Source: an optimization exercise on an open RTL-to-GDS flow (aim: small area, a short achievable clock period and few clock cycles per item). Production flows keep margins and buffers that such runs may drop. Only simulation tests tie the RTL to the original design; equivalence was not proved. No activity file was given, so power comes from the tool's default toggle rates.

## design/flow/constraint.sdc

```tcl
create_clock -name core_clock -period 8.0 [get_ports {clk_i}]
set_input_delay 1.6000 -clock core_clock [delete_from_list [all_inputs] [get_ports {clk_i}]]
set_output_delay 1.6000 -clock core_clock [all_outputs]
set_load 0.01 [all_outputs]
```

## design/flow/design.v

```verilog
package tag_store_pkg;
  localparam int unsigned NUM_WAYS        = 4;
  localparam int unsigned NUM_LINES       = 64;
  localparam int unsigned INDEX_W         = 6;
  localparam int unsigned TAG_W           = 12;
  localparam int unsigned TAG_RAM_LATENCY = 1;
  localparam int unsigned WAY_IDX_W       = $clog2(NUM_WAYS);
  localparam int unsigned ENTRY_W         = TAG_W + 2;
  typedef logic [NUM_WAYS-1:0] way_ind_t;
  typedef logic [INDEX_W-1:0]  index_t;
  typedef logic [TAG_W-1:0]    tag_t;
  typedef struct packed {
    logic valid;
    logic dirty;
    tag_t tag;
  } tag_entry_t;
  typedef enum logic {
    LOOKUP = 1'b0,
    FLUSH  = 1'b1
  } tag_mode_e;
  typedef struct packed {
    tag_mode_e mode;
    way_ind_t  way;
    index_t    index;
    tag_t      tag;
    logic      dirty;
  } store_req_t;
  typedef struct packed {
    way_ind_t way;
    logic     hit;
    logic     evict;
    tag_t     evict_tag;
  } store_res_t;
  function automatic way_ind_t lowest_way(way_ind_t mask);
    lowest_way = mask & (~mask + 1'b1);
  endfunction
endpackage
`timescale 1ns/100ps
module tag_way_bank (
  input  logic                      clk_i,
  input  logic                      arst_n_i,
  input  tag_store_pkg::index_t     rd_index_i,
  output logic [tag_store_pkg::NUM_WAYS*tag_store_pkg::ENTRY_W-1:0] rd_data_o,
  input  tag_store_pkg::way_ind_t   wr_way_i,
  input  tag_store_pkg::index_t     wr_index_i,
  input  tag_store_pkg::tag_entry_t wr_data_i
);
  localparam int unsigned NL = tag_store_pkg::NUM_LINES;
  localparam int unsigned EW = tag_store_pkg::ENTRY_W;
  logic [NL-1:0] rd_dec;
  logic [NL-1:0] wr_dec;
  for (genvar i = 0; i < NL; i++) begin : gen_dec
    assign rd_dec[i] = (rd_index_i == tag_store_pkg::INDEX_W'(i));
    assign wr_dec[i] = (wr_index_i == tag_store_pkg::INDEX_W'(i));
  end
  logic [tag_store_pkg::NUM_WAYS-1:0][NL-1:0]                         valid_q;
  logic [tag_store_pkg::NUM_WAYS-1:0][NL-1:0][tag_store_pkg::TAG_W:0] line_q;
  for (genvar w = 0; w < tag_store_pkg::NUM_WAYS; w++) begin : gen_way
    logic [EW-1:0] rd_e;
    for (genvar i = 0; i < NL; i++) begin : gen_line
      always_ff @(posedge clk_i or negedge arst_n_i) begin
        if (!arst_n_i) begin
          valid_q[w][i] <= 1'b0;
        end else if (wr_way_i[w] && wr_dec[i]) begin
          valid_q[w][i] <= wr_data_i.valid;
        end
      end
      always_ff @(posedge clk_i) begin
        if (wr_way_i[w] && wr_dec[i]) begin
          line_q[w][i] <= {wr_data_i.dirty, wr_data_i.tag};
        end
      end
    end
    always_comb begin : proc_rd
      rd_e = '0;
      for (int i = 0; i < NL; i++) begin
        rd_e = rd_e | ({EW{rd_dec[i]}} & {valid_q[w][i], line_q[w][i]});
      end
    end
    assign rd_data_o[w*EW +: EW] = rd_e;
  end
endmodule
`timescale 1ns/100ps
module victim_select (
  input  logic                    clk_i,
  input  logic                    arst_n_i,
  input  logic                    flush_i,
  input  logic                    advance_i,
  input  tag_store_pkg::way_ind_t enable_i,
  input  tag_store_pkg::way_ind_t lock_i,
  input  tag_store_pkg::way_ind_t valid_bits_i,
  output tag_store_pkg::way_ind_t victim_o
);
  tag_store_pkg::way_ind_t cand;
  tag_store_pkg::way_ind_t free;
  tag_store_pkg::way_ind_t rr_pick;
  tag_store_pkg::way_ind_t miss_pick;
  tag_store_pkg::way_ind_t ptr_q;
  logic [15:0]             rot;
  assign cand = enable_i & ~lock_i;
  assign free = cand & ~valid_bits_i;
  for (genvar p = 0; p < 4; p++) begin : gen_rot
    logic [7:0] dbl;
    logic [7:0] above;
    logic [7:0] first;
    assign dbl   = {cand, cand};
    assign above = dbl & (8'hff << p);
    assign first = above & (~above + 1'b1);
    assign rot[p*4 +: 4] = first[3:0] | first[7:4];
  end
  always_comb begin : proc_rr
    rr_pick = '0;
    for (int p = 0; p < 4; p++) begin
      if (ptr_q[p]) begin
        rr_pick = rr_pick | rot[p*4 +: 4];
      end
    end
  end
  assign miss_pick = (|free) ? tag_store_pkg::lowest_way(free) : rr_pick;
  assign victim_o  = flush_i ? tag_store_pkg::lowest_way(enable_i) : miss_pick;
  always_ff @(posedge clk_i or negedge arst_n_i) begin
    if (!arst_n_i) begin
      ptr_q <= 4'b0001;
    end else if (advance_i && !flush_i && !(|free) && (|cand)) begin
      ptr_q <= {rr_pick[2:0], rr_pick[3]};
    end
  end
endmodule
`timescale 1ns/100ps
module tag_store_ctrl (
  input  logic                      clk_i,
  input  logic                      arst_n_i,
  input  logic                      req_valid_i,
  output logic                      req_ready_o,
  input  tag_store_pkg::store_req_t req_i,
  input  tag_store_pkg::way_ind_t   lock_i,
  output tag_store_pkg::index_t     rd_index_o,
  input  logic [tag_store_pkg::NUM_WAYS*tag_store_pkg::ENTRY_W-1:0] rd_data_i,
  output tag_store_pkg::way_ind_t   wr_way_o,
  output tag_store_pkg::index_t     wr_index_o,
  output tag_store_pkg::tag_entry_t wr_data_o,
  output logic                      flush_o,
  output logic                      advance_o,
  output tag_store_pkg::way_ind_t   enable_o,
  output tag_store_pkg::way_ind_t   lock_o,
  output tag_store_pkg::way_ind_t   valid_bits_o,
  input  tag_store_pkg::way_ind_t   victim_i,
  output tag_store_pkg::store_res_t res_o,
  output logic                      res_valid_o,
  input  logic                      res_fire_i
);
  localparam int unsigned NW = tag_store_pkg::NUM_WAYS;
  localparam int unsigned EW = tag_store_pkg::ENTRY_W;
  logic                      ready_q;
  logic [2:0]                owed_q;
  logic [2:0]                owed_d;
  logic                      accept;
  logic                      s0_valid_q;
  tag_store_pkg::store_req_t s0_req_q;
  tag_store_pkg::way_ind_t   s0_lock_q;
  logic                      s1_valid_q;
  tag_store_pkg::store_req_t s1_req_q;
  tag_store_pkg::way_ind_t   s1_lock_q;
  logic [NW*EW-1:0]          s1_rd_q;
  logic [NW*EW-1:0]          rd_fwd;
  logic                      same_set;
  logic                      same_wr_set;
  tag_store_pkg::way_ind_t   we;
  tag_store_pkg::tag_entry_t wdata;
  tag_store_pkg::way_ind_t   wr_way_q;
  tag_store_pkg::index_t     wr_index_q;
  tag_store_pkg::tag_entry_t wr_data_q;
  logic                      is_flush;
  tag_store_pkg::way_ind_t   hit_v;
  tag_store_pkg::way_ind_t   hit_way;
  logic                      is_hit;
  tag_store_pkg::tag_entry_t vic_entry;
  assign req_ready_o = ready_q;
  assign accept      = req_valid_i & ready_q;
  assign owed_d      = owed_q + 3'(accept) - 3'(res_fire_i);
  always_ff @(posedge clk_i or negedge arst_n_i) begin
    if (!arst_n_i) begin
      ready_q    <= 1'b1;
      owed_q     <= '0;
      s0_valid_q <= 1'b0;
      s1_valid_q <= 1'b0;
      wr_way_q   <= '0;
    end else begin
      wr_way_q   <= we;
      ready_q    <= (owed_d < 3'd4);
      owed_q     <= owed_d;
      s0_valid_q <= accept;
      s1_valid_q <= s0_valid_q;
    end
  end
  always_ff @(posedge clk_i) begin
    s0_req_q  <= req_i;
    s0_lock_q <= lock_i;
    s1_req_q  <= s0_req_q;
    s1_lock_q <= s0_lock_q;
    s1_rd_q   <= rd_fwd;
    wr_index_q <= s1_req_q.index;
    wr_data_q  <= wdata;
  end
  assign rd_index_o = s0_req_q.index;
  assign same_set    = (s0_req_q.index == s1_req_q.index);
  assign same_wr_set = (s0_req_q.index == wr_index_q);
  for (genvar w = 0; w < NW; w++) begin : gen_fwd
    assign rd_fwd[w*EW +: EW] = (same_set && we[w])          ? wdata :
                                (same_wr_set && wr_way_q[w]) ? wr_data_q :
                                                               rd_data_i[w*EW +: EW];
  end
  assign is_flush = (s1_req_q.mode == tag_store_pkg::FLUSH);
  for (genvar w = 0; w < NW; w++) begin : gen_hit
    assign hit_v[w] = s1_req_q.way[w] & s1_rd_q[w*EW + tag_store_pkg::TAG_W + 1] &
                      (s1_rd_q[w*EW +: tag_store_pkg::TAG_W] == s1_req_q.tag);
    assign valid_bits_o[w] = s1_rd_q[w*EW + tag_store_pkg::TAG_W + 1];
  end
  assign is_hit  = ~is_flush & (|hit_v);
  assign hit_way = tag_store_pkg::lowest_way(hit_v);
  assign flush_o   = is_flush;
  assign advance_o = s1_valid_q & ~is_hit;
  assign enable_o  = s1_req_q.way;
  assign lock_o    = s1_lock_q;
  always_comb begin : proc_vic
    vic_entry = '0;
    for (int w = 0; w < NW; w++) begin
      if (victim_i[w]) begin
        vic_entry = vic_entry | s1_rd_q[w*EW +: EW];
      end
    end
  end
  assign res_valid_o     = s1_valid_q;
  assign res_o.way       = is_hit ? hit_way : victim_i;
  assign res_o.hit       = is_hit;
  assign res_o.evict     = ~is_hit & vic_entry.valid & vic_entry.dirty;
  assign res_o.evict_tag = (~is_hit & vic_entry.valid) ? vic_entry.tag : '0;
  assign wdata = {~is_flush, s1_req_q.dirty, s1_req_q.tag};
  assign we    = ~s1_valid_q ? '0 :
                 is_hit      ? (s1_req_q.dirty ? hit_way : '0) :
                               victim_i;
  assign wr_way_o   = wr_way_q;
  assign wr_index_o = wr_index_q;
  assign wr_data_o  = wr_data_q;
endmodule
`timescale 1ns/100ps
module resp_spill (
  input  logic                      clk_i,
  input  logic                      arst_n_i,
  input  logic                      valid_i,
  input  tag_store_pkg::store_res_t data_i,
  output logic                      valid_o,
  input  logic                      ready_i,
  output tag_store_pkg::store_res_t data_o
);
  tag_store_pkg::store_res_t ring0_q;
  tag_store_pkg::store_res_t ring1_q;
  tag_store_pkg::store_res_t ring2_q;
  tag_store_pkg::store_res_t ring_head;
  tag_store_pkg::store_res_t out_q;
  logic       out_full_q;
  logic [1:0] wptr_q;
  logic [1:0] rptr_q;
  logic [1:0] cnt_q;
  logic       out_fire;
  logic       out_load;
  logic       from_ring;
  logic       bypass;
  logic       ring_push;
  assign valid_o   = out_full_q;
  assign data_o    = out_q;
  assign out_fire  = out_full_q & ready_i;
  assign out_load  = ~out_full_q | out_fire;
  assign from_ring = out_load & (cnt_q != 2'd0);
  assign bypass    = out_load & (cnt_q == 2'd0) & valid_i;
  assign ring_push = valid_i & ~bypass;
  assign ring_head = (rptr_q == 2'd0) ? ring0_q : (rptr_q == 2'd1) ? ring1_q : ring2_q;
  always_ff @(posedge clk_i or negedge arst_n_i) begin
    if (!arst_n_i) begin
      out_full_q <= 1'b0;
      wptr_q     <= '0;
      rptr_q     <= '0;
      cnt_q      <= '0;
    end else begin
      if (out_load) begin
        out_full_q <= (cnt_q != 2'd0) | valid_i;
      end
      if (ring_push) begin
        wptr_q <= (wptr_q == 2'd2) ? 2'd0 : wptr_q + 2'd1;
      end
      if (from_ring) begin
        rptr_q <= (rptr_q == 2'd2) ? 2'd0 : rptr_q + 2'd1;
      end
      cnt_q <= cnt_q + 2'(ring_push) - 2'(from_ring);
    end
  end
  always_ff @(posedge clk_i) begin
    if (valid_i && wptr_q == 2'd0) begin
      ring0_q <= data_i;
    end
    if (valid_i && wptr_q == 2'd1) begin
      ring1_q <= data_i;
    end
    if (valid_i && wptr_q == 2'd2) begin
      ring2_q <= data_i;
    end
    if (from_ring) begin
      out_q <= ring_head;
    end else if (bypass) begin
      out_q <= data_i;
    end
  end
endmodule
`timescale 1ns/100ps
module tag_store_top (
  input  logic                     clk_i,
  input  logic                     arst_n_i,
  input  tag_store_pkg::way_ind_t  total_lock_i,
  input  logic                     req_valid_i,
  output logic                     req_ready_o,
  input  tag_store_pkg::tag_mode_e req_mode_i,
  input  tag_store_pkg::way_ind_t  req_way_i,
  input  tag_store_pkg::index_t    req_index_i,
  input  tag_store_pkg::tag_t      req_tag_i,
  input  logic                     req_dirty_i,
  output logic                     res_valid_o,
  input  logic                     res_ready_i,
  output tag_store_pkg::way_ind_t  res_way_o,
  output logic                     res_hit_o,
  output logic                     res_evict_o,
  output tag_store_pkg::tag_t      res_evict_tag_o
);
  tag_store_pkg::store_req_t  req;
  tag_store_pkg::store_res_t  ctrl_res;
  tag_store_pkg::store_res_t  spill_res;
  logic                       ctrl_res_valid;
  logic                       res_fire;
  logic                       flush;
  logic                       advance;
  tag_store_pkg::way_ind_t    enable;
  tag_store_pkg::way_ind_t    lock;
  tag_store_pkg::way_ind_t    valid_bits;
  tag_store_pkg::way_ind_t    victim;
  tag_store_pkg::index_t      rd_index;
  logic [tag_store_pkg::NUM_WAYS*tag_store_pkg::ENTRY_W-1:0] rd_data;
  tag_store_pkg::way_ind_t    wr_way;
  tag_store_pkg::index_t      wr_index;
  tag_store_pkg::tag_entry_t  wr_data;
  assign req      = {req_mode_i, req_way_i, req_index_i, req_tag_i, req_dirty_i};
  assign res_fire = res_valid_o & res_ready_i;
  tag_store_ctrl ctrl_i (
    .clk_i        (clk_i),
    .arst_n_i     (arst_n_i),
    .req_valid_i  (req_valid_i),
    .req_ready_o  (req_ready_o),
    .req_i        (req),
    .lock_i       (total_lock_i),
    .rd_index_o   (rd_index),
    .rd_data_i    (rd_data),
    .wr_way_o     (wr_way),
    .wr_index_o   (wr_index),
    .wr_data_o    (wr_data),
    .flush_o      (flush),
    .advance_o    (advance),
    .enable_o     (enable),
    .lock_o       (lock),
    .valid_bits_o (valid_bits),
    .victim_i     (victim),
    .res_o        (ctrl_res),
    .res_valid_o  (ctrl_res_valid),
    .res_fire_i   (res_fire)
  );
  tag_way_bank bank_i (
    .clk_i      (clk_i),
    .arst_n_i   (arst_n_i),
    .rd_index_i (rd_index),
    .rd_data_o  (rd_data),
    .wr_way_i   (wr_way),
    .wr_index_i (wr_index),
    .wr_data_i  (wr_data)
  );
  victim_select victim_i (
    .clk_i        (clk_i),
    .arst_n_i     (arst_n_i),
    .flush_i      (flush),
    .advance_i    (advance),
    .enable_i     (enable),
    .lock_i       (lock),
    .valid_bits_i (valid_bits),
    .victim_o     (victim)
  );
  resp_spill spill_i (
    .clk_i    (clk_i),
    .arst_n_i (arst_n_i),
    .valid_i  (ctrl_res_valid),
    .data_i   (ctrl_res),
    .valid_o  (res_valid_o),
    .ready_i  (res_ready_i),
    .data_o   (spill_res)
  );
  assign res_way_o       = spill_res.way;
  assign res_hit_o       = spill_res.hit;
  assign res_evict_o     = spill_res.evict;
  assign res_evict_tag_o = spill_res.evict_tag;
endmodule
```

## design/flow/run.sh

```bash
#!/bin/bash
# synth_recipe.tcl (not shown) runs the flow's synth.tcl, then flattens the netlist and writes it again
# the make line also repeats each setting of config.mk as NAME=value (left out here)
make -C /OpenROAD-flow-scripts/flow DESIGN_CONFIG=/design/flow/config.mk WORK_HOME=/design/flow/orfs CLKGATE_MAP_FILE= SYNTH_SCRIPT=/design/flow/synth_recipe.tcl finish
```

## design/flow/config.mk

```make
export PLATFORM = sky130hd
export DESIGN_NAME = tag_store_top
export DESIGN_NICKNAME = tag_store_top
export VERILOG_FILES = /design/flow/design.v
export SDC_FILE = /design/flow/constraint.sdc
export NUM_CORES = 4
export LEC_CHECK = 0
export ABC_CLOCK_PERIOD_IN_PS = 3300
export CAP_MARGIN = 20
export CORE_MARGIN = 2
export CORE_UTILIZATION = 55
export SETUP_SLACK_MARGIN = 4.6
export SLEW_MARGIN = 20
```

==> results of run 1 <==
[power by group through the flow]
stage / registers [mW] / logic [mW] / clock network [mW]
floorplan: 22.6 / 0.786 / 0
global placement: 22.8 / 1.68 / 0
detailed placement: 22.8 / 1.71 / 0
CTS: 22.4 / 1.79 / 18.0
global route: 22.4 / 1.93 / 18.7
finish: 22.4 / 1.90 / 18.1
[placed cells by master (no fill, tap or decap), types with 106 or more instances in the layout]
cell,n
sky130_fd_sc_hd__nand4_1,272
sky130_fd_sc_hd__clkbuf_16,399
sky130_fd_sc_hd__mux2_2,289
sky130_fd_sc_hd__nand2_1,169
sky130_fd_sc_hd__dfxtp_1,106
sky130_fd_sc_hd__and2_1,120
sky130_fd_sc_hd__nand3_1,120
sky130_fd_sc_hd__clkbuf_1,109
sky130_fd_sc_hd__edfxtp_1,3400
sky130_fd_sc_hd__buf_4,461
sky130_fd_sc_hd__nor2_1,140
sky130_fd_sc_hd__dfrtp_1,270
sky130_fd_sc_hd__a22oi_1,1352
sky130_fd_sc_hd__and3_1,308
[sequential cells by signal, summed over array words and instances (netlist names), 3 cells and up]
name,cells
bank_i.line_q,3328
bank_i.valid_q,256
ctrl_i.s1_rd_q,56
ctrl_i.s0_req_q,24
ctrl_i.s1_req_q,24
spill_i.out_q,18
spill_i.ring0_q,18
spill_i.ring1_q,18
spill_i.ring2_q,18
ctrl_i.wr_data_q,14
ctrl_i.wr_index_q,6
ctrl_i.s0_lock_q,4
ctrl_i.s1_lock_q,4
ctrl_i.wr_way_q,4
victim_i.ptr_q,4
ctrl_i.owed_q,3
[cell families after synthesis]
| kind of cell | Yosys count |
|---|---|
| simple gates | 1605 |
| buf+inv | 568 |
| flops | 3809 |
| compound gates | 1856 |
| fa+ha+maj | 5 |
| mux | 324 |
| xor+xnor | 66 |
[metrics by stage]
| step | instances | instance area [µm²] |
|---|---|---|
| 5_1_grt | 12466 | 165000 |
| 3_3_place_gp | 11600 | 149000 |
| 6_report | 12539 | 165000 |
| 3_5_place_dp | 11605 | 149000 |
| 2_1_floorplan | 8233 | 142000 |
| 4_1_cts | 12439 | 164000 |
[Yosys cell counts (all sizes together) (109+ instances only)]
cell type  instances  area share (%)
edfxtp          3400              72
a22oi           1364             7.2
and3             311             1.4
mux2             289             2.3
buf              277             1.0
dfrtp            275             4.8
nand4            272             1.2
clkbuf           246            0.65
nor2             207            0.58
and2             198            0.87
nand2            171            0.45
dfxtp            132             1.9
nand3            121            0.43
a221oi           109            0.67
[path summary, 6_finish.rpt]
kind,startpoint,endpoint,slack [ns]
worst max-delay path,ctrl_i.s0_req_q[13],ctrl_i.s1_rd_q[41],4.33
worst max register to register,ctrl_i.s0_req_q[13],ctrl_i.s1_rd_q[41],4.33
worst min register to register,ctrl_i.s0_req_q[1],ctrl_i.s1_req_q[1],0.32
worst min-delay path,ctrl_i.s0_req_q[1],ctrl_i.s1_req_q[1],0.32
max in group asynchronous,arst_n_i,bank_i.valid_q[56],6.12
min in group asynchronous,arst_n_i,bank_i.valid_q[237],0.52
[critical path, delay by kind of cell (launching register included)]
kind | cells | cell delay (ns)
and+or+nand+nor | 4 | 1.44
AOI/OAI and AO/OA | 2 | 1.00
buffers and inverters | 2 | 0.44
DFF | 1 | 0.39
muxes | 1 | 0.17
[routing by layer]
layer  global-route usage [%]  vias to the layer above  routed length [µm]  share of wire, %
met5                    0.840                        -                 420             0.064
met4                     32.8                       38               54900               8.4
met3                     22.5                     2902              122000                19
met2                     67.5                    11584              267000                41
met1                     62.3                    49709              209000                32
li1                         -                    34932                   -                 -
[cell type report]
cell class / instances / area (µm²) / share of cell area (%)
flip-flops and latches: 3809 / 112000 / 67.8
multi-input cells: 3858 / 29900 / 18.1
clock buffers: 527 / 10600 / 6.45
repair buffers: 639 / 6060 / 3.68
well taps: 3384 / 4230 / 2.57
clock inverters: 191 / 1830 / 1.11
diodes: 86 / 215 / 0.131
inverters: 45 / 174 / 0.106
[what timing repair did]
action,4_1_cts,5_1_grt
setup endpoints to repair,130,60
setup buffers,107,8
pin swaps,35,22
cloned,9,2
gates resized for setup,264,88
==> impl_metrics.prom, run 1 <==
# TYPE chip_impl_metric gauge
chip_impl_metric{name="overflow",unit=""} 0
chip_impl_metric{name="first_global_vias",unit=""} 88679
chip_impl_metric{name="clk_pin_slew",unit="ns"} 0.06
chip_impl_metric{name="synth_compound_gate_area_share",unit="%"} 10.1
chip_impl_metric{name="final_core_utilization",unit="%"} 64.1
chip_impl_metric{name="fillers",unit=""} 18132
chip_impl_info{name="min_path_type",value="reg2reg"} 1
chip_impl_metric{name="port-buffer-count",unit=""} 51
chip_impl_metric{name="synthToLayoutAreaGrowth",unit="%"} 16.0
chip_impl_metric{name="critPathArrivalTime",unit="ns"} 4.49
chip_impl_metric{name="rr_worst_depth",unit=""} 9
chip_impl_metric{name="totalNegativeSetupSlack",unit="ns"} 0
chip_impl_metric{name="period_needed",unit="ns"} 3.67
chip_impl_info{name="dominantRegCellSynth",value="sky130_fd_sc_hd__edfxtp_1"} 1
chip_impl_metric{name="synth.cell_area",unit="µm²"} 142000
chip_impl_metric{name="p_switching",unit="mW"} 9.56
chip_impl_metric{name="setup_violations",unit=""} 0
chip_impl_metric{name="floorplan.die.width",unit="µm"} 512
chip_impl_metric{name="max_stage_delay",unit="ns"} 0.78
chip_impl_metric{name="vdd.ir_drop.worst",unit="mV"} 0.268
chip_impl_metric{name="final_max_slew_viol_count",unit=""} 0
chip_impl_metric{name="slew_headroom",unit="%"} 5.98
chip_impl_metric{name="yosys.cell_types.count",unit=""} 87
chip_impl_metric{name="cell_internal_pwr",unit="mW"} 32.9
chip_impl_metric{name="floorplan.initialDensity",unit="%"} 55.3
chip_impl_metric{name="grt_pass1_wl",unit="mm"} 841
chip_impl_metric{name="netlist_instances",unit=""} 8233
chip_impl_info{name="cts_tree",value="done"} 1
chip_impl_metric{name="ant_nets",unit=""} 0
chip_impl_metric{name="number_of_cell_rows",unit=""} 186
chip_impl_metric{name="cts_h_tree_lvls",unit=""} 5
chip_impl_metric{name="p_seq_share",unit="%"} 52.8
chip_impl_metric{name="synth-edff-count",unit=""} 3400
chip_impl_metric{name="route.detailed.wl_per_inst",unit="µm"} 52.1
chip_impl_metric{name="maxClockFrequency",unit="MHz"} 272
chip_impl_metric{name="min_delay_path_depth",unit=""} 0
chip_impl_metric{name="detail_route.wirelength",unit="mm"} 653
chip_impl_metric{name="synth-warning-count",unit=""} 4
chip_impl_metric{name="p_sw_share",unit="%"} 22.5
chip_impl_metric{name="yosys.area_share.simple",unit="%"} 6.51
chip_impl_metric{name="design.die.area",unit="µm²"} 262000
chip_impl_metric{name="chipHeight",unit="µm"} 512
chip_impl_info{name="unrepaired_setup_endpoints_after_global_routing",value="true"} 1
chip_impl_info{name="cell_chain_of_the_critical_path",value="buf_8 > nor4b_2 > buf_6 > and3_1 > a2111oi_4 > nand4_1 > or4_4 > o32ai_4 > mux2i_1"} 1
chip_impl_metric{name="post-route-worst-setup-slack",unit="ns"} 4.33
chip_impl_metric{name="track_usage",unit="%"} 49.1
chip_impl_metric{name="grt_antenna_before_repair",unit=""} 74
chip_impl_metric{name="maximum_number_of_pins_on_one_net_before_global_route_repair",unit=""} 214
chip_impl_metric{name="synthAdderAreaFrac",unit="%"} 0.0493
chip_impl_metric{name="clock_sinks",unit=""} 3809
chip_impl_metric{name="number_of_max_cap_violations",unit=""} 0
chip_impl_info{name="cts_root_buf",value="sky130_fd_sc_hd__clkbuf_16"} 1
chip_impl_info{name="synth_top_family_by_area",value="compound AO/OA/AOI/OAI gates"} 1
chip_impl_metric{name="period_share",unit="%"} 45.9
chip_impl_metric{name="hold_buffers",unit=""} 0
chip_impl_metric{name="route.vias.total",unit=""} 99165
chip_impl_metric{name="clock_power_share",unit="%"} 42.7
chip_impl_metric{name="place_worst_setup_slack",unit="ns"} 3.10
chip_impl_metric{name="mappedNetlistNets",unit=""} 8270
chip_impl_metric{name="leakage",unit="nW"} 56.1
chip_impl_info{name="run_status",value="finished clean"} 1
chip_impl_metric{name="drt-pass1-iter-count",unit=""} 9
chip_impl_metric{name="crit_path_max_fanout",unit=""} 29
chip_impl_metric{name="globalplace.congestion",unit=""} 0.998
chip_impl_metric{name="post_synth_xor_area_fraction",unit="%"} 0.407
chip_impl_metric{name="io_pins",unit=""} 52
chip_impl_metric{name="synthMuxAreaShare",unit="%"} 2.54
chip_impl_info{name="critical_path_class",value="reg2reg"} 1
chip_impl_metric{name="clock_insertion_delay_worst_skew",unit="ns"} 1.04
chip_impl_metric{name="synth_area_per_cell",unit="µm²"} 17.3
chip_impl_metric{name="total_power",unit="mW"} 42.4
chip_impl_metric{name="critical_path_required",unit="ns"} 8.81
chip_impl_metric{name="clock_tree.buffer_depth",unit=""} 4
chip_impl_metric{name="skew",unit="ns"} 0.0818
chip_impl_metric{name="vias_per_cell",unit=""} 7.91
chip_impl_metric{name="cts_buffers",unit=""} 395
chip_impl_metric{name="detailed_place_hpwl",unit="mm"} 360
chip_impl_metric{name="timing.final.hold_violations",unit=""} 0
chip_impl_metric{name="power_density_over_cell_area",unit="nW/µm²"} 257
chip_impl_metric{name="finalHoldWorstSlack",unit="ns"} 0.325
chip_impl_metric{name="yosysSeqAreaShare",unit="%"} 78.6
chip_impl_metric{name="drc",unit=""} 0
chip_impl_metric{name="combinationalPowerShare",unit="%"} 4.5
chip_impl_metric{name="synth-async-reset-ratio",unit="%"} 7.27
chip_impl_metric{name="max_slew.worst_pin.slew",unit="ns"} 1.41
chip_impl_metric{name="design.core.area",unit="µm²"} 257000
chip_impl_metric{name="postSynthRegisterBits",unit=""} 3809
chip_impl_metric{name="drive_above_1_share",unit="%"} 20.4
chip_impl_info{name="timing.critical_path.from_type",value="register"} 1
chip_impl_info{name="critical-path-slowest-cell",value="sky130_fd_sc_hd__o32ai_4"} 1
chip_impl_metric{name="drt_first_iter_violations",unit=""} 22292
chip_impl_metric{name="total_number_of_nets_in_the_final_design",unit=""} 8785
chip_impl_info{name="worst_setup_path_end_kind",value="register"} 1
Testbench counts, summed over its fixed seeds: cycles 16,024, items 16,000.
==> run 2: changes to the inputs <==
--- a/design/flow/design.v
+++ b/design/flow/design.v
@@ -41,3 +41,3 @@
   input  logic                      arst_n_i,
-  input  tag_store_pkg::index_t     rd_index_i,
+  input  logic [tag_store_pkg::NUM_LINES-1:0] rd_sel_i,
   output logic [tag_store_pkg::NUM_WAYS*tag_store_pkg::ENTRY_W-1:0] rd_data_o,
@@ -49,6 +49,4 @@
   localparam int unsigned EW = tag_store_pkg::ENTRY_W;
-  logic [NL-1:0] rd_dec;
   logic [NL-1:0] wr_dec;
   for (genvar i = 0; i < NL; i++) begin : gen_dec
-    assign rd_dec[i] = (rd_index_i == tag_store_pkg::INDEX_W'(i));
     assign wr_dec[i] = (wr_index_i == tag_store_pkg::INDEX_W'(i));
@@ -76,3 +74,3 @@
       for (int i = 0; i < NL; i++) begin
-        rd_e = rd_e | ({EW{rd_dec[i]}} & {valid_q[w][i], line_q[w][i]});
+        rd_e = rd_e | ({EW{rd_sel_i[i]}} & {valid_q[w][i], line_q[w][i]});
       end
@@ -136,3 +134,3 @@
   input  tag_store_pkg::way_ind_t   lock_i,
-  output tag_store_pkg::index_t     rd_index_o,
+  output logic [tag_store_pkg::NUM_LINES-1:0] rd_sel_o,
   input  logic [tag_store_pkg::NUM_WAYS*tag_store_pkg::ENTRY_W-1:0] rd_data_i,
@@ -160,2 +158,3 @@
   tag_store_pkg::way_ind_t   s0_lock_q;
+  logic [tag_store_pkg::NUM_LINES-1:0] s0_sel_q;
   logic                      s1_valid_q;
@@ -198,2 +197,5 @@
     s0_lock_q <= lock_i;
+    for (int i = 0; i < tag_store_pkg::NUM_LINES; i++) begin
+      s0_sel_q[i] <= (req_i.index == tag_store_pkg::INDEX_W'(i));
+    end
     s1_req_q  <= s0_req_q;
@@ -204,3 +206,3 @@
   end
-  assign rd_index_o = s0_req_q.index;
+  assign rd_sel_o   = s0_sel_q;
   assign same_set    = (s0_req_q.index == s1_req_q.index);
@@ -296,2 +298,11 @@
   end
+  always_ff @(posedge clk_i or negedge arst_n_i) begin
+    if (!arst_n_i) begin
+      out_q <= '0;
+    end else if (from_ring) begin
+      out_q <= ring_head;
+    end else if (bypass) begin
+      out_q <= data_i;
+    end
+  end
   always_ff @(posedge clk_i) begin
@@ -306,7 +317,2 @@
     end
-    if (from_ring) begin
-      out_q <= ring_head;
-    end else if (bypass) begin
-      out_q <= data_i;
-    end
   end
@@ -343,3 +349,3 @@
   tag_store_pkg::way_ind_t    victim;
-  tag_store_pkg::index_t      rd_index;
+  logic [tag_store_pkg::NUM_LINES-1:0] rd_sel;
   logic [tag_store_pkg::NUM_WAYS*tag_store_pkg::ENTRY_W-1:0] rd_data;
@@ -357,3 +363,3 @@
     .lock_i       (total_lock_i),
-    .rd_index_o   (rd_index),
+    .rd_sel_o     (rd_sel),
     .rd_data_i    (rd_data),
@@ -375,3 +381,3 @@
     .arst_n_i   (arst_n_i),
-    .rd_index_i (rd_index),
+    .rd_sel_i   (rd_sel),
     .rd_data_o  (rd_data),
--- a/design/flow/config.mk
+++ b/design/flow/config.mk
@@ -7,7 +7,8 @@
 export LEC_CHECK = 0
-export ABC_CLOCK_PERIOD_IN_PS = 3300
 export CAP_MARGIN = 20
 export CORE_MARGIN = 2
-export CORE_UTILIZATION = 55
-export SETUP_SLACK_MARGIN = 4.6
+export CORE_UTILIZATION = 45
+export CTS_CLUSTER_DIAMETER = 80
+export CTS_CLUSTER_SIZE = 30
+export SETUP_SLACK_MARGIN = 4.9
 export SLEW_MARGIN = 20
==> run 2 against run 1 <==
Against the previous run: still clean; clock power shrank 37%; final cell count is 1.0% lower; fmax up 12%; utilization fell by 14 points; total power is 16% lower; non-clock buffer count down 206; critical path type unchanged; largest cell class unchanged; largest power group unchanged.
==> impl_metrics.prom, run 2 <==
# TYPE chip_impl_metric gauge
chip_impl_info{name="run_status",value="finished clean"} 1
chip_impl_info{name="synth_largest_area_cell",value="sky130_fd_sc_hd__edfxtp_1"} 1
chip_impl_info{name="min_path_type",value="reg2reg"} 1
chip_impl_metric{name="netlist_instances",unit=""} 8000
chip_impl_metric{name="chipHeight",unit="µm"} 565
chip_impl_metric{name="maxClockFrequency",unit="MHz"} 306
chip_impl_info{name="biggest_registers_after_layout",value="bank_i.line_q: 3328 flops, bank_i.valid_q: 256 flops, ctrl_i.s0_sel_q: 64 flops"} 1
chip_impl_metric{name="final_cell_count_no_fill",unit=""} 12409
chip_impl_metric{name="number_of_cell_rows",unit=""} 205
chip_impl_metric{name="route.vias.total",unit=""} 91312
chip_impl_metric{name="critical_path_required",unit="ns"} 8.84
chip_impl_info{name="timing.critical_path.from_type",value="register"} 1
chip_impl_metric{name="setup_violations",unit=""} 0
chip_impl_metric{name="largest_register_ffs",unit=""} 3328
chip_impl_metric{name="cts_buffers",unit=""} 175
chip_impl_metric{name="power_density_over_cell_area",unit="nW/µm²"} 230
chip_impl_metric{name="timing.final.hold_violations",unit=""} 0
chip_impl_metric{name="postSynthRegisterBits",unit=""} 3873
chip_impl_metric{name="drt-pass1-iter-count",unit=""} 9
chip_impl_metric{name="track_usage",unit="%"} 37.1
chip_impl_metric{name="p_seq_share",unit="%"} 63.1
chip_impl_info{name="cts_root_buf",value="sky130_fd_sc_hd__clkbuf_16"} 1
chip_impl_metric{name="skew",unit="ns"} 0.0688
chip_impl_metric{name="synth-edff-count",unit=""} 3382
chip_impl_metric{name="grt_antenna_before_repair",unit=""} 36
chip_impl_metric{name="clock_insertion_delay_worst_skew",unit="ns"} 0.95
chip_impl_metric{name="globalplace.congestion",unit=""} 0.970
chip_impl_metric{name="leakage",unit="nW"} 49.9
chip_impl_metric{name="slew_headroom",unit="%"} 14.2
chip_impl_metric{name="synth.cell_area",unit="µm²"} 141000
chip_impl_metric{name="total_number_of_nets_in_the_final_design",unit=""} 8137
chip_impl_metric{name="number_of_max_cap_violations",unit=""} 0
chip_impl_metric{name="detailed_place_hpwl",unit="mm"} 331
chip_impl_info{name="synth_most_common_cell",value="sky130_fd_sc_hd__edfxtp_1"} 1
chip_impl_metric{name="cts_h_tree_lvls",unit=""} 4
chip_impl_metric{name="synth_compound_gate_area_share",unit="%"} 11.2
chip_impl_info{name="layout.cells.most_common",value="sky130_fd_sc_hd__edfxtp_1"} 1
chip_impl_metric{name="crit_path_max_fanout",unit=""} 14
chip_impl_metric{name="floorplan.initialDensity",unit="%"} 45.3
chip_impl_metric{name="maximum_number_of_pins_on_one_net_before_global_route_repair",unit=""} 219
chip_impl_metric{name="cell_internal_pwr",unit="mW"} 27.5
chip_impl_metric{name="detail_route.wirelength",unit="mm"} 601
chip_impl_metric{name="synth-async-reset-ratio",unit="%"} 7.62
chip_impl_info{name="synth_top_family_by_area",value="compound AO/OA/AOI/OAI gates"} 1
chip_impl_metric{name="floorplan.die.width",unit="µm"} 565
chip_impl_metric{name="grt_pass1_wl",unit="mm"} 781
chip_impl_info{name="cts_tree",value="done"} 1
chip_impl_metric{name="clock_sinks",unit=""} 3873
chip_impl_metric{name="design.core.area",unit="µm²"} 312000
chip_impl_info{name="critical_path_class",value="reg2reg"} 1
chip_impl_metric{name="vias_per_cell",unit=""} 7.36
chip_impl_metric{name="numPlacedInstances",unit=""} 12027
chip_impl_metric{name="port-buffer-count",unit=""} 51
chip_impl_metric{name="drt_first_iter_violations",unit=""} 19997
chip_impl_metric{name="route.detailed.wl_per_inst",unit="µm"} 48.5
chip_impl_metric{name="synthAdderAreaFrac",unit="%"} 0.0496
chip_impl_metric{name="first_global_vias",unit=""} 82573
chip_impl_metric{name="ant_nets",unit=""} 0
chip_impl_metric{name="clock_power_share",unit="%"} 31.9
chip_impl_metric{name="final_max_slew_viol_count",unit=""} 0
chip_impl_metric{name="place_worst_setup_slack",unit="ns"} 3.89
chip_impl_metric{name="io_pins",unit=""} 52
chip_impl_metric{name="period_share",unit="%"} 40.8
chip_impl_metric{name="clock_tree.buffer_depth",unit=""} 4
chip_impl_metric{name="post_synth_xor_area_fraction",unit="%"} 0.396
chip_impl_metric{name="yosys.cell_types.count",unit=""} 70
chip_impl_metric{name="design.die.area",unit="µm²"} 319000
chip_impl_metric{name="totalNegativeSetupSlack",unit="ns"} 0
chip_impl_metric{name="p_switching",unit="mW"} 8.28
chip_impl_metric{name="p_sw_share",unit="%"} 23.2
chip_impl_metric{name="vdd.ir_drop.worst",unit="mV"} 0.160
chip_impl_metric{name="clk_pin_slew",unit="ns"} 0.11
chip_impl_metric{name="yosysSeqAreaShare",unit="%"} 79.8
chip_impl_metric{name="drive_above_1_share",unit="%"} 15.2
chip_impl_metric{name="mappedNetlistNets",unit=""} 8037
chip_impl_info{name="dominantRegCellSynth",value="sky130_fd_sc_hd__edfxtp_1"} 1
chip_impl_metric{name="period_needed",unit="ns"} 3.27
chip_impl_metric{name="combinationalPowerShare",unit="%"} 5.0
chip_impl_info{name="unrepaired_setup_endpoints_after_global_routing",value="true"} 1
chip_impl_metric{name="drc",unit=""} 0
chip_impl_info{name="final_cell_mix",value="sky130_fd_sc_hd__edfxtp_1 (3382), sky130_fd_sc_hd__a22oi_1 (1024), sky130_fd_sc_hd__a22o_1 (392), sky130_fd_sc_hd__a221oi_1 (390), sky130_fd_sc_hd__buf_4 (331)"} 1
chip_impl_metric{name="overflow",unit=""} 0
chip_impl_metric{name="synthMuxAreaShare",unit="%"} 2.29
chip_impl_metric{name="synth_largest_type_area_fraction",unit="%"} 71.8
chip_impl_info{name="regMostFlops",value="bank_i.line_q"} 1
chip_impl_metric{name="hold_buffers",unit=""} 0
chip_impl_metric{name="post-route-worst-setup-slack",unit="ns"} 4.73
chip_impl_info{name="yosys-top-cells-count",value="sky130_fd_sc_hd__edfxtp_1 (3382), sky130_fd_sc_hd__a22oi_1 (1024), sky130_fd_sc_hd__a221oi_1 (393), sky130_fd_sc_hd__a22o_1 (393), sky130_fd_sc_hd__clkbuf_1 (370)"} 1
chip_impl_metric{name="critPathArrivalTime",unit="ns"} 4.11
chip_impl_metric{name="yosys.area_share.simple",unit="%"} 4.78
chip_impl_metric{name="synth-warning-count",unit=""} 4
chip_impl_info{name="synth_area_leaders",value="sky130_fd_sc_hd__edfxtp_1 (72%), sky130_fd_sc_hd__a22oi_1 (5.4%), sky130_fd_sc_hd__dfrtp_1 (5.2%)"} 1
chip_impl_metric{name="synthToLayoutAreaGrowth",unit="%"} 9.75
chip_impl_metric{name="max_slew.worst_pin.slew",unit="ns"} 1.29
chip_impl_metric{name="synth_area_per_cell",unit="µm²"} 17.7
chip_impl_info{name="worst_setup_path_end_kind",value="register"} 1
[run 2: changes by cell type in the layout (fill, tap and decap cells not counted), moves of 166 or more]
cell / change
sky130_fd_sc_hd__a22o_1: +287
sky130_fd_sc_hd__and3_1: -306
sky130_fd_sc_hd__a221oi_1: +289
sky130_fd_sc_hd__clkbuf_16: -213
sky130_fd_sc_hd__a22oi_1: -328
sky130_fd_sc_hd__nand3_1: +166
[run 2: layout make-up]
type | count | area (µm²)
antenna | 35 | 87.6
timing repair buffer | 433 | 3810
inverter | 11 | 45.0
clock inverter | 69 | 827
tap | 4140 | 5180
multi-input combinational | 3606 | 27100
fill | 25413 | 157000
sequential | 3873 | 113000
clock buffer | 242 | 4960
[run 2: logic make-up after synthesis]
kind of cell | count (synthesis)
simple gates | 1243
flops | 3873
compound gates | 2004
mux | 290
buf+inv | 521
fa+ha+maj | 5
xor+xnor | 64
[run 2: worst paths after layout]
check	startpoint	to	slack (ns)	cells after the start
setup / recovery	ctrl_i.wr_index_q[1]	bank_i.valid_q[50]	4.73	5
hold / removal	ctrl_i.s0_req_q[19]	ctrl_i.s1_req_q[19]	0.34	0
setup reg to reg	ctrl_i.wr_index_q[1]	bank_i.valid_q[50]	4.73	5
hold reg to reg	ctrl_i.s0_req_q[19]	ctrl_i.s1_req_q[19]	0.34	0
max in group asynchronous	arst_n_i	bank_i.valid_q[44]	5.83	2
min in group asynchronous	arst_n_i	spill_i.out_q[2]	0.59	1
[run 2: routing by layer]
layer | GRT usage [%] | vias to the layer above | share of wire (%)
met5 | 0.0446 | - | 0.033
met4 | 23.5 | 30 | 7.8
met2 | 53.7 | 9334 | 42
met1 | 48.7 | 46832 | 34
met3 | 11.4 | 2111 | 16
li1 | - | 33005 | -
[run 2: repair_timing]
item	in CTS	in global routing
resized for setup	150	42
buffers inserted	26	6
setup endpoints to repair	113	85
pin swaps	2	1
[run 2: power groups by stage]
stage / combinational, mW / clock, mW / sequential [mW]
floorplan: 0.797 / 0 / 22.9
global placement: 1.59 / 0 / 23.0
detailed placement: 1.62 / 0 / 23.0
CTS: 1.67 / 11.3 / 22.6
global route: 1.85 / 11.9 / 22.6
finish: 1.78 / 11.4 / 22.6
[run 2: critical path: stages, from the launching register on]
cell and delay (ns):
sky130_fd_sc_hd__dfxtp_1 0.48, sky130_fd_sc_hd__nor2b_1 0.37, sky130_fd_sc_hd__nand2_1 0.18, sky130_fd_sc_hd__nor2_1 0.86
sky130_fd_sc_hd__and2_2 0.84, sky130_fd_sc_hd__mux2_2 0.41
[run 2: metrics by stage]
step	power, mW	hold WS (ns)	util, %	cell area, µm²
floorplan	23.7	0.310	-	141000
global placement	24.6	0.318	47.5	148000
detailed placement	24.6	0.312	47.6	148000
CTS	35.5	0.344	49.6	155000
global route	36.3	0.350	49.7	155000
finish	35.7	0.341	49.7	155000
Testbench counts of run 2, summed over its fixed seeds: cycles 16,024, items 16,000.
==> run 3: changes to the inputs <==
--- a/design/flow/design.v
+++ b/design/flow/design.v
@@ -151,3 +151,3 @@
   localparam int unsigned EW = tag_store_pkg::ENTRY_W;
-  logic                      ready_q;
+  logic                      full_q;
   logic [2:0]                owed_q;
@@ -176,4 +176,4 @@
   tag_store_pkg::tag_entry_t vic_entry;
-  assign req_ready_o = ready_q;
-  assign accept      = req_valid_i & ready_q;
+  assign req_ready_o = ~full_q;
+  assign accept      = req_valid_i & ~full_q;
   assign owed_d      = owed_q + 3'(accept) - 3'(res_fire_i);
@@ -181,3 +181,3 @@
     if (!arst_n_i) begin
-      ready_q    <= 1'b1;
+      full_q     <= 1'b0;
       owed_q     <= '0;
@@ -188,3 +188,3 @@
       wr_way_q   <= we;
-      ready_q    <= (owed_d < 3'd4);
+      full_q     <= (owed_d == 3'd4);
       owed_q     <= owed_d;
--- a/design/flow/config.mk
+++ b/design/flow/config.mk
@@ -9,6 +9,6 @@
 export CORE_MARGIN = 2
-export CORE_UTILIZATION = 45
-export CTS_CLUSTER_DIAMETER = 80
-export CTS_CLUSTER_SIZE = 30
-export SETUP_SLACK_MARGIN = 4.9
+export CORE_UTILIZATION = 40
+export CTS_CLUSTER_DIAMETER = 60
+export CTS_CLUSTER_SIZE = 25
+export SETUP_SLACK_MARGIN = 5.0
 export SLEW_MARGIN = 20
==> run 3 against run 2 <==
Against the previous run: via count increased by 1.5%; flip-flop and latch count unchanged; fmax up 2.8%; count of clock-buffer cells in the layout rose by 29.
==> impl_metrics.prom, run 3 <==
# TYPE chip_impl_metric gauge
chip_impl_metric{name="drive_above_1_share",unit="%"} 17.2
chip_impl_metric{name="slew_headroom",unit="%"} 17.4
chip_impl_info{name="cts_tree",value="done"} 1
chip_impl_metric{name="synthMuxAreaShare",unit="%"} 2.29
chip_impl_metric{name="rrSetupSlack",unit="ns"} 4.82
chip_impl_metric{name="synth-edff-count",unit=""} 3382
chip_impl_info{name="critPathMostFrequentCell",value="sky130_fd_sc_hd__nand3_1"} 1
chip_impl_info{name="yosys-top-cells-count",value="sky130_fd_sc_hd__edfxtp_1 (3382), sky130_fd_sc_hd__a22oi_1 (973), sky130_fd_sc_hd__a221oi_1 (418)"} 1
chip_impl_info{name="synth_area_leaders",value="sky130_fd_sc_hd__edfxtp_1 (72%), sky130_fd_sc_hd__dfrtp_1 (5.2%), sky130_fd_sc_hd__a22oi_1 (5.2%)"} 1
chip_impl_metric{name="synth_largest_type_area_fraction",unit="%"} 71.9
chip_impl_info{name="critical_path_class",value="reg2reg"} 1
chip_impl_metric{name="design.die.area",unit="µm²"} 358000
chip_impl_metric{name="yosys.cell_types.count",unit=""} 73
chip_impl_metric{name="synth.cell_area",unit="µm²"} 141000
chip_impl_metric{name="crit_path_max_fanout",unit=""} 21
chip_impl_metric{name="hold_buffers",unit=""} 0
chip_impl_info{name="worst_setup_path_end_kind",value="register"} 1
chip_impl_metric{name="period_needed",unit="ns"} 3.18
chip_impl_metric{name="total_number_of_nets_in_the_final_design",unit=""} 8232
chip_impl_metric{name="setup_violations",unit=""} 0
chip_impl_info{name="critical_path.reg2reg.startpoint",value="ctrl_i.s0_sel_q[1]"} 1
chip_impl_metric{name="netlist_instances",unit=""} 7949
chip_impl_info{name="regMostFlops",value="bank_i.line_q"} 1
chip_impl_metric{name="synth-warning-count",unit=""} 4
chip_impl_info{name="unrepaired_setup_endpoints_after_global_routing",value="true"} 1
chip_impl_info{name="final_cell_mix",value="sky130_fd_sc_hd__edfxtp_1 (3382), sky130_fd_sc_hd__a22oi_1 (973), sky130_fd_sc_hd__a22o_1 (416), sky130_fd_sc_hd__a221oi_1 (411), sky130_fd_sc_hd__buf_4 (398)"} 1
chip_impl_metric{name="clock_tree.buffer_depth",unit=""} 4
chip_impl_info{name="cp_top_family",value="simple AND/OR/NAND/NOR gates"} 1
chip_impl_metric{name="finalHoldWorstSlack",unit="ns"} 0.331
chip_impl_info{name="setup.worst_path.start",value="ctrl_i.s0_sel_q[1]"} 1
chip_impl_metric{name="skew",unit="ns"} 0.0676
chip_impl_metric{name="vias_per_cell",unit=""} 7.10
chip_impl_metric{name="yosysSeqAreaShare",unit="%"} 80.0
chip_impl_metric{name="postSynthRegisterBits",unit=""} 3873
chip_impl_metric{name="post_synth_xor_area_fraction",unit="%"} 0.397
chip_impl_metric{name="timing.final.hold_violations",unit=""} 0
chip_impl_info{name="synth_top_family_by_area",value="compound AO/OA/AOI/OAI gates"} 1
chip_impl_metric{name="synthToLayoutAreaGrowth",unit="%"} 12.6
chip_impl_info{name="run_status",value="finished clean"} 1
chip_impl_metric{name="largest_register_ffs",unit=""} 3328
chip_impl_metric{name="clock_sinks",unit=""} 3873
chip_impl_metric{name="final_cell_count_no_fill",unit=""} 13053
chip_impl_info{name="worst_r2r_endpoint",value="ctrl_i.s1_rd_q[37]"} 1
chip_impl_info{name="layout.cells.most_common",value="sky130_fd_sc_hd__edfxtp_1"} 1
chip_impl_metric{name="vdd.ir_drop.worst",unit="mV"} 0.212
chip_impl_metric{name="drt-pass1-iter-count",unit=""} 10
chip_impl_info{name="dominantRegCellSynth",value="sky130_fd_sc_hd__edfxtp_1"} 1
chip_impl_metric{name="cts_h_tree_lvls",unit=""} 4
chip_impl_metric{name="grt_pass1_wl",unit="mm"} 789
chip_impl_metric{name="ant_nets",unit=""} 0
chip_impl_metric{name="synthAdderAreaFrac",unit="%"} 0.0496
chip_impl_metric{name="design.core.area",unit="µm²"} 352000
chip_impl_metric{name="floorplan.die.width",unit="µm"} 598
chip_impl_metric{name="final_max_slew_viol_count",unit=""} 0
chip_impl_metric{name="leakage",unit="nW"} 51.4
chip_impl_info{name="timing.critical_path.from_type",value="register"} 1
chip_impl_info{name="critical_path.endpoint",value="ctrl_i.s1_rd_q[37]"} 1
chip_impl_metric{name="rr_worst_depth",unit=""} 8
chip_impl_metric{name="number_of_cell_rows",unit=""} 218
chip_impl_metric{name="chipHeight",unit="µm"} 598
chip_impl_metric{name="route.vias.total",unit=""} 92701
chip_impl_metric{name="period_share",unit="%"} 39.7
chip_impl_metric{name="synth-async-reset-ratio",unit="%"} 7.62
chip_impl_metric{name="grt_antenna_before_repair",unit=""} 35
chip_impl_metric{name="track_usage",unit="%"} 33.1
chip_impl_metric{name="yosys.area_share.simple",unit="%"} 4.51
chip_impl_metric{name="cp_num_cells",unit=""} 8
chip_impl_metric{name="clk_pin_slew",unit="ns"} 0.09
chip_impl_metric{name="mappedNetlistNets",unit=""} 7986
chip_impl_metric{name="port-buffer-count",unit=""} 51
chip_impl_info{name="biggest_registers_after_layout",value="bank_i.line_q: 3328 flops, bank_i.valid_q: 256 flops, ctrl_i.s0_sel_q: 64 flops"} 1
chip_impl_metric{name="timing.critical_path.buf_inv",unit=""} 2
chip_impl_metric{name="first_global_vias",unit=""} 84569
chip_impl_metric{name="drt_first_iter_violations",unit=""} 20345
chip_impl_info{name="cell_chain_of_the_critical_path",value="buf_6 > buf_4 > a221oi_1 > nand3_1 > nor4_4 > nand3_1 > o21ai_0 > o21ai_1"} 1
chip_impl_metric{name="globalplace.congestion",unit=""} 0.949
chip_impl_metric{name="numPlacedInstances",unit=""} 12497
chip_impl_metric{name="critical_path_required",unit="ns"} 8.85
chip_impl_metric{name="number_of_max_cap_violations",unit=""} 0
chip_impl_metric{name="route.detailed.wl_per_inst",unit="µm"} 46.6
chip_impl_metric{name="maximum_number_of_pins_on_one_net_before_global_route_repair",unit=""} 194
chip_impl_metric{name="detailed_place_hpwl",unit="mm"} 327
chip_impl_metric{name="drc",unit=""} 0
chip_impl_metric{name="power_density_over_cell_area",unit="nW/µm²"} 240
chip_impl_metric{name="clock_insertion_delay_worst_skew",unit="ns"} 1.00
chip_impl_metric{name="io_pins",unit=""} 52
chip_impl_metric{name="detail_route.wirelength",unit="mm"} 608
chip_impl_info{name="cts_root_buf",value="sky130_fd_sc_hd__clkbuf_16"} 1
chip_impl_metric{name="synth_compound_gate_area_share",unit="%"} 11.3
chip_impl_metric{name="maxClockFrequency",unit="MHz"} 315
chip_impl_metric{name="max_stage_delay",unit="ns"} 0.58
chip_impl_info{name="critical-path-slowest-cell",value="sky130_fd_sc_hd__a221oi_1"} 1
chip_impl_metric{name="cts_buffers",unit=""} 233
chip_impl_info{name="min_path_type",value="reg2reg"} 1
chip_impl_metric{name="overflow",unit=""} 0
chip_impl_info{name="synth_largest_area_cell",value="sky130_fd_sc_hd__edfxtp_1"} 1
chip_impl_metric{name="synth_area_per_cell",unit="µm²"} 17.8
chip_impl_metric{name="totalNegativeSetupSlack",unit="ns"} 0
chip_impl_info{name="synth_most_common_cell",value="sky130_fd_sc_hd__edfxtp_1"} 1
chip_impl_metric{name="critPathArrivalTime",unit="ns"} 4.03
chip_impl_metric{name="max_slew.worst_pin.slew",unit="ns"} 1.24
chip_impl_metric{name="floorplan.initialDensity",unit="%"} 40.1
## run 3: changes by cell type after synthesis, sizes merged, moves of 23 or more
cell / previous run / this run
buf: 126 / 183
nand3: 287 / 249
a221oi: 393 / 418
clkbuf: 384 / 327
a22o: 393 / 416
a22oi: 1024 / 973
## run 3: what timing repair did
| action | in CTS | in global routing |
|---|---|---|
| resized for setup | 202 | 96 |
| endpoints found under the setup margin | 161 | 154 |
| pin swaps | 10 | 15 |
| setup buffers | 32 | 46 |
| cloned | 1 | 2 |
## run 3: final cells by class
cell class              instances  area, µm²
diodes                         37       92.6
repair buffers                519       4620
clock inverters               165       2070
flip-flops and latches       3873     113000
inverters                      17       68.8
clock buffers                 271       6080
well taps                    4620       5780
fillers                     30003     193000
multi-input cells            3551      27000
## run 3: worst min-delay path by stage
stage                                to  cells after the start  slack, ns           startpoint
global placement    ctrl_i.s1_req_q[10]                      0       0.31  ctrl_i.s0_req_q[10]
finish               ctrl_i.s1_req_q[1]                      0       0.33   ctrl_i.s0_req_q[1]
floorplan           ctrl_i.s1_lock_q[0]                      0       0.31  ctrl_i.s0_lock_q[0]
CTS                  ctrl_i.s1_req_q[1]                      0       0.33   ctrl_i.s0_req_q[1]
global route        ctrl_i.s1_req_q[10]                      0       0.33  ctrl_i.s0_req_q[10]
detailed placement   ctrl_i.s1_req_q[0]                      0       0.31   ctrl_i.s0_req_q[0]
## run 3: per-stage QoR
stage	cell area, µm²	worst slack (ns)	total power [mW]	utilization (%)
CTS	158000	4.83	37.9	44.9
global route	159000	4.85	38.8	45.1
global placement	149000	3.80	24.6	42.3
detailed placement	149000	4.07	24.7	42.4
finish	159000	4.82	38.2	45.2
floorplan	141000	5.00	23.7	-
## run 3: logic make-up after synthesis
group,after synthesis
AOI/OAI and AO/OA,2015
xor gates and xnor gates,64
adders and majority gates,5
buffers and inverters,527
DFF,3873
muxes,289
and+or+nand+nor,1176
## run 3: per-layer routing
layer	wire, µm	up-vias	global-route usage (%)
met3	102000	2339	12.3
met4	49900	30	21.2
met1	200000	47395	41.5
met2	257000	9609	48.1
met5	201	-	0.0668
li1	-	33328	-
## run 3: where the power goes
part	internal, mW	total [mW]	switching [mW]
Sequential	22.2	22.6	0.402
Combinational	0.587	1.80	1.22
Clock	6.27	13.8	7.50
Total	29.1	38.2	9.12
## run 3: worst register-to-register path: cells and delay by family, from the launching register on
family	cells	cell delay [ns]
and+or+nand+nor	3	0.99
buffers and inverters	2	0.77
DFF	1	0.50
AOI/OAI and AO/OA	3	0.79
Testbench counts of run 3, summed over its fixed seeds: cycles 16,024, items 16,000.
==> run 4: changes to the inputs <==
--- a/design/flow/design.v
+++ b/design/flow/design.v
@@ -44,3 +44,3 @@
   input  tag_store_pkg::way_ind_t   wr_way_i,
-  input  tag_store_pkg::index_t     wr_index_i,
+  input  logic [tag_store_pkg::NUM_LINES-1:0] wr_sel_i,
   input  tag_store_pkg::tag_entry_t wr_data_i
@@ -49,6 +49,2 @@
   localparam int unsigned EW = tag_store_pkg::ENTRY_W;
-  logic [NL-1:0] wr_dec;
-  for (genvar i = 0; i < NL; i++) begin : gen_dec
-    assign wr_dec[i] = (wr_index_i == tag_store_pkg::INDEX_W'(i));
-  end
   logic [tag_store_pkg::NUM_WAYS-1:0][NL-1:0]                         valid_q;
@@ -61,3 +57,3 @@
           valid_q[w][i] <= 1'b0;
-        end else if (wr_way_i[w] && wr_dec[i]) begin
+        end else if (wr_way_i[w] && wr_sel_i[i]) begin
           valid_q[w][i] <= wr_data_i.valid;
@@ -66,3 +62,3 @@
       always_ff @(posedge clk_i) begin
-        if (wr_way_i[w] && wr_dec[i]) begin
+        if (wr_way_i[w] && wr_sel_i[i]) begin
           line_q[w][i] <= {wr_data_i.dirty, wr_data_i.tag};
@@ -137,3 +133,3 @@
   output tag_store_pkg::way_ind_t   wr_way_o,
-  output tag_store_pkg::index_t     wr_index_o,
+  output logic [tag_store_pkg::NUM_LINES-1:0] wr_sel_o,
   output tag_store_pkg::tag_entry_t wr_data_o,
@@ -170,2 +166,3 @@
   tag_store_pkg::index_t     wr_index_q;
+  logic [tag_store_pkg::NUM_LINES-1:0] wr_sel_q;
   tag_store_pkg::tag_entry_t wr_data_q;
@@ -204,2 +201,5 @@
     wr_index_q <= s1_req_q.index;
+    for (int i = 0; i < tag_store_pkg::NUM_LINES; i++) begin
+      wr_sel_q[i] <= (s1_req_q.index == tag_store_pkg::INDEX_W'(i));
+    end
     wr_data_q  <= wdata;
@@ -244,3 +244,3 @@
   assign wr_way_o   = wr_way_q;
-  assign wr_index_o = wr_index_q;
+  assign wr_sel_o   = wr_sel_q;
   assign wr_data_o  = wr_data_q;
@@ -352,3 +352,3 @@
   tag_store_pkg::way_ind_t    wr_way;
-  tag_store_pkg::index_t      wr_index;
+  logic [tag_store_pkg::NUM_LINES-1:0] wr_sel;
   tag_store_pkg::tag_entry_t  wr_data;
@@ -366,3 +366,3 @@
     .wr_way_o     (wr_way),
-    .wr_index_o   (wr_index),
+    .wr_sel_o     (wr_sel),
     .wr_data_o    (wr_data),
@@ -384,3 +384,3 @@
     .wr_way_i   (wr_way),
-    .wr_index_i (wr_index),
+    .wr_sel_i   (wr_sel),
     .wr_data_i  (wr_data)
==> run 4 against run 3 <==
Against the previous run: synthesized cell count is 0.69% higher; critical path type unchanged; wire length grew 0.44%; sequential share of layout area is 0.42 points higher; register-to-register slack improved by 0.04 ns; count of clock-buffer cells in the layout is 4 higher; critical endpoint is now ctrl_i.s1_rd_q[28]; setup slack better by 0.037 ns; largest cell class unchanged; clock skew about the same; still clean on timing, DRC and antenna; non-clock buffer count fell by 25; combinational power increased by 4%; fmax increased by 1.2%.
==> impl_metrics.prom, run 4 <==
# TYPE chip_impl_metric gauge
chip_impl_info{name="yosys-top-cells-count",value="sky130_fd_sc_hd__edfxtp_1 (3382), sky130_fd_sc_hd__a22oi_1 (999), sky130_fd_sc_hd__a221oi_1 (404), sky130_fd_sc_hd__a22o_1 (404), sky130_fd_sc_hd__clkbuf_1 (357)"} 1
chip_impl_metric{name="timing.final.hold_violations",unit=""} 0
chip_impl_metric{name="critPathArrivalTime",unit="ns"} 4.03
chip_impl_metric{name="drc",unit=""} 0
chip_impl_metric{name="postSynthRegisterBits",unit=""} 3937
chip_impl_metric{name="cts_buffers",unit=""} 212
chip_impl_metric{name="number_of_max_cap_violations",unit=""} 0
chip_impl_metric{name="synth.cell_area",unit="µm²"} 143000
chip_impl_info{name="critical_path_class",value="reg2reg"} 1
chip_impl_info{name="min-delay-start",value="ctrl_i.s0_lock_q[2]"} 1
chip_impl_metric{name="clk_pin_slew",unit="ns"} 0.10
chip_impl_metric{name="period_needed",unit="ns"} 3.14
chip_impl_info{name="timing.critical_path.from_type",value="register"} 1
chip_impl_metric{name="grt_antenna_before_repair",unit=""} 39
chip_impl_metric{name="globalplace.congestion",unit=""} 0.961
chip_impl_info{name="holdPathEnd",value="ctrl_i.s1_lock_q[2]"} 1
chip_impl_metric{name="chipHeight",unit="µm"} 601
chip_impl_metric{name="drt_first_iter_violations",unit=""} 20399
chip_impl_metric{name="synth-edff-count",unit=""} 3382
chip_impl_metric{name="clock_tree.buffer_depth",unit=""} 4
chip_impl_metric{name="drt-pass1-iter-count",unit=""} 9
chip_impl_metric{name="first_global_vias",unit=""} 83588
chip_impl_metric{name="cts_h_tree_lvls",unit=""} 4
chip_impl_metric{name="io_pins",unit=""} 52
chip_impl_info{name="run_status",value="finished clean"} 1
chip_impl_metric{name="ant_nets",unit=""} 0
chip_impl_metric{name="max_slew.worst_pin.slew",unit="ns"} 1.31
chip_impl_metric{name="multi_input_comb_area",unit="µm²"} 27500
chip_impl_metric{name="mappedNetlistNets",unit=""} 8041
chip_impl_metric{name="floorplan.die.width",unit="µm"} 601
chip_impl_metric{name="maxClockFrequency",unit="MHz"} 318
chip_impl_metric{name="largest_register_ffs",unit=""} 3328
chip_impl_info{name="synth_area_leaders",value="sky130_fd_sc_hd__edfxtp_1 (71%), sky130_fd_sc_hd__a22oi_1 (5.3%), sky130_fd_sc_hd__dfrtp_1 (5.2%)"} 1
chip_impl_metric{name="skew",unit="ns"} 0.0675
chip_impl_metric{name="yosysSeqAreaShare",unit="%"} 80.0
chip_impl_metric{name="rrSetupSlack",unit="ns"} 4.86
chip_impl_metric{name="detailed_place_hpwl",unit="mm"} 322
chip_impl_metric{name="yosys.cell_types.count",unit=""} 70
chip_impl_metric{name="vdd.ir_drop.worst",unit="mV"} 0.230
chip_impl_info{name="unrepaired_setup_endpoints_after_global_routing",value="true"} 1
chip_impl_info{name="worst_setup_path_end_kind",value="register"} 1
chip_impl_metric{name="synth_largest_type_area_fraction",unit="%"} 71.2
chip_impl_metric{name="crit_path_max_fanout",unit=""} 25
chip_impl_metric{name="synth-warning-count",unit=""} 4
chip_impl_metric{name="rr_worst_depth",unit=""} 7
chip_impl_metric{name="leakage",unit="nW"} 51.5
chip_impl_metric{name="track_usage",unit="%"} 32.4
chip_impl_info{name="synth_most_common_cell",value="sky130_fd_sc_hd__edfxtp_1"} 1
chip_impl_metric{name="port-buffer-count",unit=""} 51
## run 4: cell types whose count changed in the layout (fill, tap and decap cells not counted), sizes merged, moves of 16 or more
cell,before,now
a21oi,11,30
a22oi,973,999
a31oi,14,51
buf,488,459
dfxtp,196,260
inv,94,49
mux2,269,306
nand3,249,190
nor2,186,214
o21ai,113,46
o31ai,17,1
## run 4: cells by family after synthesis
| logic type | share of synthesized area, % |
|---|---|
| simple gates | 4.41 |
| flops | 80.0 |
| compound gates | 11.1 |
| buf+inv | 1.43 |
| xor+xnor | 0.398 |
| mux | 2.59 |
| fa+ha+maj | 0.0491 |
## run 4: final cells by class
| cell class | instances | share of cell area (%) |
|---|---|---|
| tap | 4751 | 3.72 |
| timing repair buffer | 494 | 2.98 |
| antenna | 46 | 0.0720 |
| clock buffer | 275 | 3.53 |
| inverter | 16 | 0.0392 |
| sequential | 3937 | 71.6 |
| multi-input combinational | 3547 | 17.2 |
| clock inverter | 105 | 0.811 |
## run 4: how the worst max path moves through the flow
stage | slack [ns] | startpoint | cells after the start | end
final | 4.86 | ctrl_i.s0_sel_q[0] | 7 | ctrl_i.s1_rd_q[28]
after detailed placement | 3.62 | res_ready_i | 9 | spill_i.cnt_q[1]
after floorplan | 4.98 | res_ready_i | 9 | ctrl_i.full_q
after CTS | 4.81 | spill_i.out_q[3] | 1 | res_evict_tag_o[3]
after global placement | 3.51 | res_ready_i | 9 | spill_i.cnt_q[1]
after global routing | 4.84 | spill_i.out_q[3] | 1 | res_evict_tag_o[3]
## run 4: through the flow
stage	setup WS [ns]	total power [mW]	hold slack [ns]	instance area, µm²
5_1_grt	4.84	38.1	0.340	160000
3_3_place_gp	3.51	25.0	0.317	151000
3_5_place_dp	3.62	25.0	0.312	151000
2_1_floorplan	4.98	24.1	0.310	143000
4_1_cts	4.81	37.1	0.336	159000
6_report	4.86	37.4	0.334	160000
## run 4: repair_timing
item / in CTS / in global routing
gates cloned: 3 / 2
pin swaps: 17 / 30
buffers inserted: 47 / 29
resized for setup: 230 / 95
endpoints found under the setup margin: 130 / 127
## run 4: layer usage
metal	vias up	share of wire, %	GRT usage, %
met5	-	0.066	0.238
met4	32	7.5	18.6
met3	2146	18	11.8
met2	10145	42	47.0
met1	47524	33	41.8
li1	33318	-	-
## run 4: critical path: cells and delay by family, from the launching register on
kind	cells	cell delay [ns]
and+or+nand+nor	2	0.27
AOI/OAI and AO/OA	2	1.01
muxes	1	0.24
buffers and inverters	2	0.76
DFF	1	0.80
## run 4: where the power goes
part	internal, mW	total [mW]	leakage [nW]	switching (mW)
clock network	5.58	12.6	3.33	7.02
logic	0.629	1.87	11.6	1.24
registers	22.5	22.9	36.6	0.389
Testbench counts of run 4, summed over its fixed seeds: cycles 16,024, items 16,000.

==> re-timing with driven ports <==
The flow's constraints put no driver on any port. The routed layouts listed below were extracted and timed again, unchanged, in two steps. Step 1 (the two cells are an assumption about what drives the block):
set clk [get_ports {clk_i}]
set_driving_cell -lib_cell sky130_fd_sc_hd__clkbuf_16 $clk
set_driving_cell -lib_cell sky130_fd_sc_hd__buf_2 [delete_from_list [all_inputs] $clk]
Step 2 times the ports against the registers' clock, not the clock port: input delays grow and output delays shrink by t, the midpoint of the rising clock arrivals with the driver on. Slacks: ideal ports / drivers / drivers and shift; pairs: ideal ports / drivers.
run	shift t [ns]	setup slack, ns	latest minus earliest clock arrival (ns)	cell pins on the clock port's net
run 1	1.110	4.329 / 4.329 / 4.329	0.088 / 0.088	1
run 2	1.028	4.735 / 4.725 / 4.256	0.084 / 0.084	1
run 3	1.086	4.822 / 4.760 / 4.028	0.072 / 0.073	1
run 4	1.012	4.859 / 4.775 / 4.192	0.081 / 0.081	1
After both steps setup and hold are still met in every run listed. For run 3, which loses most, drivers alone change the setup slack by -0.062 ns; drivers and shift together by -0.794 ns.
